Source: an optimization exercise on an open RTL-to-GDS flow (aim: small area). Production flows keep margins and buffers that such runs may drop.
Only simulation tests tie the RTL to the original design; equivalence was not proved.

// mem_tester_top
module mem_tester_top #(
   parameter int sweep_beats = 1048576
) (
   input  logic                          ui_clk,
   input  logic                          resetn,
   input  logic                          calib_done,
   input  logic                          app_rdy,
   input  logic                          app_wdf_rdy,
   input  logic                          app_rd_data_valid,
   input  logic [256-1:0] app_rd_data,
   output logic                          app_en,
   output logic [2:0]                    app_cmd,
   output logic [28-1:0] app_addr,
   output logic                          app_wdf_wren,
   output logic [256-1:0] app_wdf_data,
   output logic                          led_pass,
   output logic                          led_fail,
   output logic                          led_calib,
   output logic [32-1:0]    sweep_count
);
Settings: LEC_CHECK=0, CAP_MARGIN=20, CORE_AREA=2 2 198 198, CTS_BUF_LIST=sky130_fd_sc_hd__clkbuf_8, CTS_CLUSTER_DIAMETER=50, CTS_CLUSTER_SIZE=10, DIE_AREA=0 0 200 200, PLACE_DENSITY=0.85, SLEW_MARGIN=20, SYNTH_HIERARCHICAL=1; clock period 10.0 ns.
standard.sh (not shown) runs the stock make flow with config.mk's settings and CLKGATE_MAP_FILE= SYNTH_SCRIPT=/design/flow/synth_recipe.tcl, a recipe that flattens the netlist after the stock synthesis.
==> flow/flow/run.sh <==
#!/bin/bash
# Layout flow. Synthesis is ORFS's (hierarchical, as config.mk asks), run
# without its adder extraction and with each of a few area-mapping ABC scripts
# in place of ORFS's own; in each run the module pattern_rom (combinational)
# is replaced by its own best area mapping. The smallest netlist whose
# registers match the standard synthesis's is laid out by the standard flow,
# with 1x buffers on the ports and 1x/2x buffers for the layout's repairs.
set -euo pipefail
W=$(pwd)
R=$W/orfs/results/$FLOW_PLATFORM/mem_tester_top/base
LIB=$FLOW_HOME/platforms/$FLOW_PLATFORM/lib/sky130_fd_sc_hd__tt_025C_1v80.lib
DU=$(tr '\n' ' ' < $W/flow/dont_use.txt)

# standard synthesis: the reference registers, and the fallback netlist
bash standard.sh synth > $W/std_synth.log 2>&1
cp $R/1_2_yosys.v $W/std_1_2_yosys.v

regs() { grep -oE "sky130_fd_sc_hd__(df|edf|sdf|dlx|dlr|dlc|sdl)[a-z0-9_]* +[^ ]+" $1 | sort; }
# the whole design's area (the top module's own line when the synthesis is flat)
area() {
   local a
   a=$(sed -n "s/^ *Chip area for top module '\\\\$2': \([0-9.]*\).*/\1/p" $1 | head -1)
   [[ -n $a ]] || a=$(sed -n "s/^ *Chip area for module '\\\\$2': \([0-9.]*\).*/\1/p" $1 | head -1)
   echo $a
}
less() { python3 -c "import sys; sys.exit(0 if float('$1') < float('$2') else 1)"; }
regs $W/std_1_2_yosys.v > $W/regs_std.txt
: > $W/synth_choice.txt

# pattern_rom on its own with each ROM script; keep the smallest
rom=""; rom_area=1e99
for s in $W/flow/rom/*.script; do
   n=$(basename $s .script)
   if ROM_DESIGN=$W/design.v ROM_SCRIPT=$s ROM_OUT=$W/$n.v LIB_FILE=$LIB DONT_USE="$DU" \
         yosys -c $W/flow/rom_map.tcl > $W/$n.log 2>&1; then
      a=$(area $W/$n.v.stat pattern_rom)
      echo "$n: $a" >> $W/synth_choice.txt
      if [[ -n $a ]] && less $a $rom_area; then rom=$W/$n.v; rom_area=$a; fi
   else
      echo "$n: failed" >> $W/synth_choice.txt
   fi
done
echo "pattern_rom: $rom ($rom_area)" >> $W/synth_choice.txt

# the design with each area script, in its own ORFS work folder
for s in $W/flow/abc*.script; do
   n=$(basename $s .script)
   rm -rf $W/scripts_$n $W/orfs_$n
   cp -r $FLOW_HOME/scripts $W/scripts_$n
   cp $s $W/scripts_$n/abc_area.script
   sed -i 's#^\(\s*\)log_cmd abc {\*}\$abc_args$#&\n\1source $::env(SWAP_TCL)#' $W/scripts_$n/synth.tcl
   grep -q 'SWAP_TCL' $W/scripts_$n/synth.tcl
   sed "s#WORK_HOME=[^ ]*#WORK_HOME=$W/orfs_$n#" standard.sh > $W/std_$n.sh
   ( ROM_NETLIST=$rom SWAP_TCL=$W/flow/swap.tcl \
        bash $W/std_$n.sh ABC_AREA=1 ADDER_MAP_FILE= SCRIPTS_DIR=$W/scripts_$n synth \
        > $W/synth_$n.log 2>&1 || true ) &
done
wait

best=$W/std_1_2_yosys.v
best_area=$(area $W/orfs/reports/$FLOW_PLATFORM/mem_tester_top/base/synth_stat.txt $FLOW_TOP)
echo "standard: $best_area" >> $W/synth_choice.txt
for s in $W/flow/abc*.script; do
   n=$(basename $s .script)
   v=$W/orfs_$n/results/$FLOW_PLATFORM/mem_tester_top/base/1_2_yosys.v
   st=$W/orfs_$n/reports/$FLOW_PLATFORM/mem_tester_top/base/synth_stat.txt
   [[ -f $v && -f $st ]] || { echo "$n: failed" >> $W/synth_choice.txt; continue; }
   regs $v > $W/regs_$n.txt
   a=$(area $st $FLOW_TOP)
   if ! cmp -s $W/regs_std.txt $W/regs_$n.txt; then
      echo "$n: $a, registers differ" >> $W/synth_choice.txt; continue
   fi
   echo "$n: $a" >> $W/synth_choice.txt
   if less $a $best_area; then best=$v; best_area=$a; fi
done
echo "chosen: $best ($best_area)" >> $W/synth_choice.txt

if [[ $best != $W/std_1_2_yosys.v ]]; then
   cp $best $R/1_2_yosys.v
   rm -f $R/1_synth.odb $R/1_synth.sdc
fi

# the layout repairs with 1x and 2x buffers only
DU_LAYOUT="$DU sky130_fd_sc_hd__inv_6 sky130_fd_sc_hd__inv_8 sky130_fd_sc_hd__inv_12 sky130_fd_sc_hd__inv_16 sky130_fd_sc_hd__buf_4 sky130_fd_sc_hd__buf_6 sky130_fd_sc_hd__buf_8 sky130_fd_sc_hd__buf_12 sky130_fd_sc_hd__buf_16 sky130_fd_sc_hd__bufbuf_8 sky130_fd_sc_hd__bufbuf_16"
BUFFER_PORTS_ARGS="-buffer_cell sky130_fd_sc_hd__buf_1" bash standard.sh "DONT_USE_CELLS=$DU_LAYOUT" finish > $W/layout.log 2>&1
Other scripts of this flow, unchanged in this note and not shown: flow/flow/abc1.script, flow/flow/abc2.script, flow/flow/abc3.script, flow/flow/abc4.script, flow/flow/dont_use.txt, flow/flow/rom/rom1.script, flow/flow/rom/rom2.script, flow/flow/rom/rom3.script, flow/flow/rom_map.tcl, flow/flow/swap.tcl
Change:
--- a/flow/flow/run.sh
+++ b/flow/flow/run.sh
@@ -6,3 +6,3 @@
 # registers match the standard synthesis's is laid out by the standard flow,
-# with 1x buffers on the ports and 1x/2x buffers for the layout's repairs.
+# with 1x buffers on the ports.
 set -euo pipefail
@@ -82,4 +82,2 @@
 
-# the layout repairs with 1x and 2x buffers only
-DU_LAYOUT="$DU sky130_fd_sc_hd__inv_6 sky130_fd_sc_hd__inv_8 sky130_fd_sc_hd__inv_12 sky130_fd_sc_hd__inv_16 sky130_fd_sc_hd__buf_4 sky130_fd_sc_hd__buf_6 sky130_fd_sc_hd__buf_8 sky130_fd_sc_hd__buf_12 sky130_fd_sc_hd__buf_16 sky130_fd_sc_hd__bufbuf_8 sky130_fd_sc_hd__bufbuf_16"
-BUFFER_PORTS_ARGS="-buffer_cell sky130_fd_sc_hd__buf_1" bash standard.sh "DONT_USE_CELLS=$DU_LAYOUT" finish > $W/layout.log 2>&1
+BUFFER_PORTS_ARGS="-buffer_cell sky130_fd_sc_hd__buf_1" bash standard.sh finish > $W/layout.log 2>&1
After rerunning: The new run finished with timing, DRC and antenna clean; core utilization is about the same; die area stays the same; clock skew decreases by 0.0039 ns.
Change:
--- a/flow/flow/run.sh
+++ b/flow/flow/run.sh
@@ -6,3 +6,3 @@
 # registers match the standard synthesis's is laid out by the standard flow,
-# with 1x buffers on the ports.
+# with 1x buffers on the ports and 1x/2x buffers for the layout's repairs.
 set -euo pipefail
@@ -82,2 +82,4 @@
 
-BUFFER_PORTS_ARGS="-buffer_cell sky130_fd_sc_hd__buf_1" bash standard.sh finish > $W/layout.log 2>&1
+# the layout repairs with 1x and 2x buffers only
+DU_LAYOUT="$DU sky130_fd_sc_hd__buf_4 sky130_fd_sc_hd__buf_6 sky130_fd_sc_hd__buf_8 sky130_fd_sc_hd__buf_12 sky130_fd_sc_hd__buf_16 sky130_fd_sc_hd__bufbuf_8 sky130_fd_sc_hd__bufbuf_16"
+BUFFER_PORTS_ARGS="-buffer_cell sky130_fd_sc_hd__buf_1" bash standard.sh "DONT_USE_CELLS=$DU_LAYOUT" finish > $W/layout.log 2>&1
Settings changed: CTS_BUF_LIST sky130_fd_sc_hd__clkbuf_8 to sky130_fd_sc_hd__clkbuf_16.
=>
- The changed run ran to the end with no violations
- worst setup slack is better by 1.1 ns
- clock-buffer cell count does not change
- non-clock buffer count goes up by 13
- area after synthesis is unchanged
- die area does not change
- first-iteration DRC count goes up by 9.8%
- worst hold slack is better by 0.022 ns
- final area is about the same
Change:
--- a/flow/flow/run.sh
+++ b/flow/flow/run.sh
@@ -6,3 +6,3 @@
 # registers match the standard synthesis's is laid out by the standard flow,
-# with 1x buffers on the ports and 1x/2x buffers for the layout's repairs.
+# with 1x buffers on the ports.
 set -euo pipefail
@@ -82,4 +82,2 @@
 
-# the layout repairs with 1x and 2x buffers only
-DU_LAYOUT="$DU sky130_fd_sc_hd__buf_4 sky130_fd_sc_hd__buf_6 sky130_fd_sc_hd__buf_8 sky130_fd_sc_hd__buf_12 sky130_fd_sc_hd__buf_16 sky130_fd_sc_hd__bufbuf_8 sky130_fd_sc_hd__bufbuf_16"
-BUFFER_PORTS_ARGS="-buffer_cell sky130_fd_sc_hd__buf_1" bash standard.sh "DONT_USE_CELLS=$DU_LAYOUT" finish > $W/layout.log 2>&1
+BUFFER_PORTS_ARGS="-buffer_cell sky130_fd_sc_hd__buf_1" bash standard.sh finish > $W/layout.log 2>&1
Settings changed: CTS_CLUSTER_DIAMETER 50 to 100, CTS_CLUSTER_SIZE 10 to 30.
Fmax fell by about a fifth; worst hold slack got worse by 0.025 ns; count of clock-buffer cells in the layout stays the same; setup slack got worse by 1.4 ns; clock skew stays flat; via count fell by a few percent.
Change:
--- a/flow/flow/run.sh
+++ b/flow/flow/run.sh
@@ -6,3 +6,3 @@
 # registers match the standard synthesis's is laid out by the standard flow,
-# with 1x buffers on the ports.
+# with 1x buffers on the ports and 1x/2x buffers for the layout's repairs.
 set -euo pipefail
@@ -82,2 +82,4 @@
 
-BUFFER_PORTS_ARGS="-buffer_cell sky130_fd_sc_hd__buf_1" bash standard.sh finish > $W/layout.log 2>&1
+# the layout repairs with 1x and 2x buffers only
+DU_LAYOUT="$DU sky130_fd_sc_hd__buf_4 sky130_fd_sc_hd__buf_6 sky130_fd_sc_hd__buf_8 sky130_fd_sc_hd__buf_12 sky130_fd_sc_hd__buf_16 sky130_fd_sc_hd__bufbuf_8 sky130_fd_sc_hd__bufbuf_16"
+BUFFER_PORTS_ARGS="-buffer_cell sky130_fd_sc_hd__buf_1" bash standard.sh "DONT_USE_CELLS=$DU_LAYOUT" finish > $W/layout.log 2>&1
Settings changed: CTS_BUF_LIST sky130_fd_sc_hd__clkbuf_16 to sky130_fd_sc_hd__clkbuf_8, CTS_CLUSTER_DIAMETER 100 to 50, CTS_CLUSTER_SIZE 30 to 10.
Global-route usage rose by 0.52 points.
Final cell count rose slightly.
Critical path depth fell by 2.
Synthesized area stays the same.
Maximum frequency rose by about a fifth.
Hold slack is better by 0.032 ns.
Core utilization fell by 0.26 points.

-- afterwards: timing with drivers on the ports --
Ports are ideal in the flow. The routed layouts listed here were re-timed in OpenROAD. Step 1 sets driving cells, clkbuf_16 on the clock port and buf_2 on the other inputs (assumed; they add their load-dependent delay and slew). Step 2 adds t to the input delays and takes it off the output delays; t is the mean of the earliest and latest rising clock arrival at the registers after step 1. Input paths then give back, and output paths get back, about the clock's delay inside the block. Slacks: ideal / step 1 / step 2; pairs: ideal / step 1.
run	t, ns	setup WS [ns]	worst setup path at the end	latest minus earliest clock arrival (ns)
the first run	0.341	2.531 / 2.531 / 2.531	register to register	0.015 / 0.014
the second run	0.344	1.491 / 1.491 / 1.491	register to register	0.011 / 0.011
the third run	0.325	2.594 / 2.594 / 2.594	register to register	0.008 / 0.007
the fourth run	0.329	1.214 / 1.214 / 1.214	register to register	0.008 / 0.008
the fifth run	0.343	2.662 / 2.662 / 2.662	register to register	0.011 / 0.011
After both steps every run listed still meets setup and hold.
